This design comes from an exercise in tuning for small area, a short achievable clock period and few clock cycles per item on the open sky130 flow, not from production work.

==> inputs of trial 22 <==
==> flow/design.v (excerpt) <==
module masked_sbox_pipe (
  input  logic        clk,
  input  logic        rst,
  input  logic        in_valid,
  output logic        in_ready,
  input  logic        in_encrypt,
  input  logic [31:0] in_a,
  input  logic [31:0] in_m,
  input  logic [31:0] in_n,
  input  logic        flush,
  output logic        out_valid,
  input  logic        out_ready,
  output logic [31:0] out_q,
  output logic [31:0] out_n,
  output logic        mask_err
);
  logic        v, err, e_q, ld, zero;
  logic [31:0] t_d, t_q, n_q;
  logic [3:0] ld_l;
  assign ld = ld_l[0];
  rdy_gate u_rdy (.v(v), .r(out_ready), .f(flush), .y(in_ready));
  always_comb begin
    zero = 1'b0;
    for (int i = 0; i < 4; i++)
      zero = zero | (in_m[8*i +: 8] == 8'h00) | (in_n[8*i +: 8] == 8'h00);
  end
  for (genvar i = 0; i < 4; i++) begin : g_lane
    ld_gate  u_ld  (.v(v), .r(out_ready), .y(ld_l[i]));
    sbox_in  u_in  (.a(in_a[8*i +: 8]), .m(in_m[8*i +: 8]), .e(in_encrypt), .t(t_d[8*i +: 8]));
    sbox_out u_out (.tq(t_q[8*i +: 8]), .eq(e_q), .n(n_q[8*i +: 8]), .y(out_q[8*i +: 8]));
  end
  assign out_valid = v;
  assign out_n     = n_q;
  assign mask_err  = err;
  always_ff @(posedge clk or posedge rst) begin
    if (rst) begin
      v   <= 1'b0;
  ...
Settings: LEC_CHECK=0, ABC_CLOCK_PERIOD_IN_PS=27000, CAP_MARGIN=20, CORE_MARGIN=2, CORE_UTILIZATION=40, SLEW_MARGIN=20, SYNTH_HIERARCHICAL=1; clock period 27.0 ns.
standard.sh (not shown) runs the stock make flow with config.mk's settings and CLKGATE_MAP_FILE= SYNTH_SCRIPT=/design/flow/synth_recipe.tcl, a recipe that flattens the netlist after the stock synthesis.
==> flow/flow/run.sh <==
#!/bin/bash
set -euo pipefail
export BUFFER_PORTS_ARGS="-buffer_cell sky130_fd_sc_hd__buf_1"
export CTS_ARGS="-sink_clustering_enable -repair_clock_nets -dont_use_dummy_load -buf_list sky130_fd_sc_hd__clkbuf_8"
bash standard.sh > standard_flow.log 2>&1
==> trial 12 (differences from trial 22) <==
--- a/flow/design.v
+++ b/flow/design.v
@@ -106,17 +106,17 @@
   c_muxi g34 (.s(e), .a(s1), .b(s25), .y(t[7]));
 endmodule
 module sbox_out (
   input  logic [7:0] tq,
   input  logic eq,
   input  logic [7:0] n,
   output logic [7:0] y
 );
-  logic s42, s43, s46, s47, s48, s49, s50, s51, s52, s53, s55, s56, s58, s59, s60, s61, s63, s65, s66, s67, s68, s70, s178, s179, s180, s79, s181, s182, s183, s184, s81, s171, s185, s186, s173, s187, s188, s189, s190, s175, s83, s84, s85, s86, s87, s88, s89, s90, s91, s93, s94, s191, s95, s96, s97, s98, s100, s102, s103, s104, s106, s192, s108, s193, s110, s194, s111, s112, s113, s115, s116, s195, s117, s118, s119, s121, s123, s124, s126, s196, s128, s197, s129, s198, s130, s199, s131, s200, s201, s132, s133, s134, s135, s136, s137, s138, s139, s140, s141, s142, s143, s146, s148, s150, s153, s155, s202, s157, s203, s158, s159, s160, s163, s204, s164, s165, s167, s169;
+  logic s42, s43, s46, s47, s48, s49, s50, s51, s52, s53, s55, s56, s58, s59, s60, s61, s63, s65, s66, s67, s68, s70, s178, s179, s180, s79, s181, s182, s183, s184, s81, s171, s185, s186, s173, s187, s188, s189, s190, s175, s83, s84, s85, s86, s87, s88, s89, s90, s91, s93, s94, s191, s95, s96, s97, s98, s100, s102, s103, s104, s106, s192, s108, s193, s110, s194, s111, s112, s113, s115, s116, s195, s117, s118, s119, s121, s123, s124, s126, s196, s128, s197, s129, s198, s130, s199, s131, s132, s133, s200, s201, s134, s135, s136, s137, s138, s139, s140, s142, s202, s143, s144, s146, s203, s147, s149, s204, s150, s152, s155, s157, s159, s161, s164, s167, s169;
   logic [3:0] iv0;
   gf16inv h0 (.a({s175, s81, s173, s79}), .y(iv0));
   assign s83 = iv0[0];
   assign s84 = iv0[1];
   assign s85 = iv0[2];
   assign s86 = iv0[3];
   c_xor g0 (.a(tq[4]), .b(tq[0]), .y(s42));
   c_xor g1 (.a(tq[5]), .b(tq[1]), .y(s43));
@@ -196,55 +196,53 @@
   c_xor g79 (.a(s124), .b(s123), .y(s196));
   c_xor g80 (.a(s196), .b(s116), .y(s128));
   c_xor g81 (.a(s126), .b(s123), .y(s197));
   c_xor g82 (.a(s197), .b(s117), .y(s129));
   c_xor g83 (.a(s119), .b(s118), .y(s198));
   c_xor g84 (.a(s198), .b(s116), .y(s130));
   c_xor g85 (.a(s121), .b(s118), .y(s199));
   c_xor g86 (.a(s199), .b(s117), .y(s131));
-  c_xor g87 (.a(s106), .b(s103), .y(s200));
-  c_xor g88 (.a(s200), .b(s95), .y(s201));
-  c_xor g89 (.a(s131), .b(s201), .y(s132));
-  c_xnor g90 (.a(s130), .b(s110), .y(s133));
-  c_xnor g91 (.a(s128), .b(s133), .y(s134));
-  c_xor g92 (.a(s128), .b(s110), .y(s135));
-  c_xor g93 (.a(s128), .b(s108), .y(s136));
-  c_xnor g94 (.a(s129), .b(s136), .y(s137));
-  c_xnor g95 (.a(s130), .b(s137), .y(s138));
-  c_xor g96 (.a(s108), .b(s131), .y(s139));
-  c_xnor g97 (.a(s129), .b(s139), .y(s140));
-  c_xnor g98 (.a(s128), .b(s137), .y(s141));
-  c_xor g99 (.a(s111), .b(s135), .y(s142));
-  c_xor g100 (.a(s132), .b(s142), .y(s143));
-  c_xor g101 (.a(s108), .b(s134), .y(s146));
-  c_xor g102 (.a(s132), .b(s146), .y(s148));
-  c_muxi g103 (.s(eq), .a(s140), .b(s111), .y(s150));
-  c_xnor g104 (.a(n[0]), .b(s150), .y(y[0]));
-  c_muxi g105 (.s(eq), .a(s137), .b(s136), .y(s153));
-  c_xnor g106 (.a(n[1]), .b(s153), .y(y[1]));
-  c_muxi g107 (.s(eq), .a(s143), .b(s138), .y(s155));
-  c_xnor g108 (.a(n[2]), .b(s155), .y(y[2]));
-  c_xnor g109 (.a(n[3]), .b(s140), .y(s202));
-  c_xor g110 (.a(s146), .b(s202), .y(s157));
-  c_xor g111 (.a(n[3]), .b(s142), .y(s203));
-  c_xnor g112 (.a(s140), .b(s203), .y(s158));
-  c_muxi g113 (.s(eq), .a(s157), .b(s158), .y(s159));
-  c_muxi g114 (.s(eq), .a(s134), .b(s139), .y(s160));
-  c_xnor g115 (.a(n[4]), .b(s160), .y(y[4]));
-  c_xnor g116 (.a(n[5]), .b(s132), .y(s163));
-  c_xor g117 (.a(n[5]), .b(s130), .y(s204));
-  c_xor g118 (.a(s204), .b(s143), .y(s164));
-  c_muxi g119 (.s(eq), .a(s163), .b(s164), .y(s165));
-  c_muxi g120 (.s(eq), .a(s133), .b(s148), .y(s167));
+  c_xor g87 (.a(s128), .b(s110), .y(s132));
+  c_xor g88 (.a(s108), .b(s129), .y(s133));
+  c_xor g89 (.a(s106), .b(s103), .y(s200));
+  c_xor g90 (.a(s200), .b(s95), .y(s201));
+  c_xnor g91 (.a(s131), .b(s201), .y(s134));
+  c_xor g92 (.a(s130), .b(s132), .y(s135));
+  c_xnor g93 (.a(s131), .b(s133), .y(s136));
+  c_xor g94 (.a(s111), .b(s132), .y(s137));
+  c_xnor g95 (.a(s130), .b(s110), .y(s138));
+  c_xnor g96 (.a(s128), .b(s133), .y(s139));
+  c_xor g97 (.a(s108), .b(s131), .y(s140));
+  c_xnor g98 (.a(s137), .b(s136), .y(s142));
+  c_xor g99 (.a(s108), .b(s135), .y(s202));
+  c_xnor g100 (.a(s134), .b(s202), .y(s143));
+  c_xor g101 (.a(s128), .b(s108), .y(s144));
+  c_xnor g102 (.a(s130), .b(s139), .y(s146));
+  c_xor g103 (.a(s129), .b(s131), .y(s203));
+  c_xor g104 (.a(s135), .b(s203), .y(s147));
+  c_xnor g105 (.a(s134), .b(s137), .y(s149));
+  c_xor g106 (.a(s111), .b(s135), .y(s204));
+  c_xnor g107 (.a(s134), .b(s204), .y(s150));
+  c_muxi g108 (.s(eq), .a(s136), .b(s111), .y(s152));
+  c_xnor g109 (.a(n[0]), .b(s152), .y(y[0]));
+  c_muxi g110 (.s(eq), .a(s139), .b(s144), .y(s155));
+  c_xnor g111 (.a(n[1]), .b(s155), .y(y[1]));
+  c_muxi g112 (.s(eq), .a(s149), .b(s146), .y(s157));
+  c_xnor g113 (.a(n[2]), .b(s157), .y(y[2]));
+  c_muxi g114 (.s(eq), .a(s147), .b(s142), .y(s159));
+  c_xnor g115 (.a(n[3]), .b(s159), .y(y[3]));
+  c_muxi g116 (.s(eq), .a(s135), .b(s140), .y(s161));
+  c_xnor g117 (.a(n[4]), .b(s161), .y(y[4]));
+  c_muxi g118 (.s(eq), .a(s134), .b(s150), .y(s164));
+  c_xnor g119 (.a(n[5]), .b(s164), .y(y[5]));
+  c_muxi g120 (.s(eq), .a(s138), .b(s143), .y(s167));
   c_xnor g121 (.a(n[6]), .b(s167), .y(y[6]));
-  c_muxi g122 (.s(eq), .a(s135), .b(s141), .y(s169));
+  c_muxi g122 (.s(eq), .a(s132), .b(s133), .y(s169));
   c_xnor g123 (.a(n[7]), .b(s169), .y(y[7]));
-  c_inv g124 (.a(s159), .y(y[3]));
-  c_inv g125 (.a(s165), .y(y[5]));
 endmodule
 module gf16inv (input logic [3:0] a, output logic [3:0] y);
   logic [3:0] r;
   always_comb begin
     case (a)
       4'd0: r = 4'd0;
       4'd1: r = 4'd4;
       4'd2: r = 4'd12;
@@ -264,19 +262,16 @@
       default: r = 4'd0;
     endcase
   end
   assign y[0] = r[0];
   assign y[1] = r[1];
   assign y[2] = r[2];
   assign y[3] = r[3];
 endmodule
-module c_inv (input logic a, output logic y);
-  assign y = ~a;
-endmodule
 module c_muxi (input logic s, input logic a, input logic b, output logic y);
   assign y = ~(s ? a : b);
 endmodule
 module c_nand (input logic a, input logic b, output logic y);
   assign y = ~(a & b);
 endmodule
 module c_xnor (input logic a, input logic b, output logic y);
   assign y = ~(a ^ b);
==> summary of the runs <==
In trial 12 the final cell count is smaller than in trial 22, by 0.66%.
Against trial 12, the register-to-register slack of trial 22 is lower by 180 ps.
Flip-flop and latch count is the same in trial 22 and trial 12.
In trial 22 the first-iteration DRC count is higher than in trial 12, by about 53%.
Against trial 22, the global-route usage of trial 12 is lower by 0.44 points.
In trial 12 the sequential share of layout area is higher than in trial 22, by 0.072 points.
In non-clock buffer count, trial 12 and trial 22 do not differ.
==> figures <==
metric	trial 12	trial 22
Outcome	timing/DRC/antenna clean	timing/DRC/antenna clean
Worst slew slack as a fraction of its limit	0.270	0.247
Non-clock buffer share	0.0733	0.0730
Share of the final layout cell area in sequential cells	0.229	0.229
Via/cell ratio	4.68	4.78
Number of stages on the worst setup path	21	4
HPWL after detailed placement	14.0 mm	14.5 mm
Fillers	1,878	1,821
Post-layout nets	1,081	1,089
Clock slew at the register clock pins of the worst setup and hold paths	70 ps	60 ps
Placed inst area	8600 um^2	8630 um^2
Avg Cell Area, Syn	9.69 um^2	9.64 um^2
Via count of the first global-routing pass	5,574	5,615
No run of this note included a check of the RTL's function; only the layout flow was run.

## re-timing with driven ports
In the flow no input, the clock included, has a driving cell. The finished layouts below were timed again as built, in two steps.
Step 1 assumes that a clkbuf_16 drives the clock port and a buf_2 every other input.
Step 2 adds t to the input delays and takes it off the output delays; t is the mean of the earliest and latest rising clock arrival at the registers after step 1. Input paths then give back, and output paths get back, about the clock's delay inside the block.
a / b / c = no drivers / after step 1 / after step 2; a / b = the first two.
| run | t (ns) | slack for setup (ns) | worst setup path at the end | pins driven straight from the clock port |
|---|---|---|---|---|
| trial 22 | 0.385 | 15.742 / 15.699 / 15.699 | input to output | 1 |
| trial 12 | 0.388 | 15.625 / 15.592 / 15.693 | input to output | 1 |
After both steps every run listed still meets setup and hold. For trial 22, which loses most, drivers alone change the setup slack by -0.043 ns; drivers and shift together by -0.043 ns.
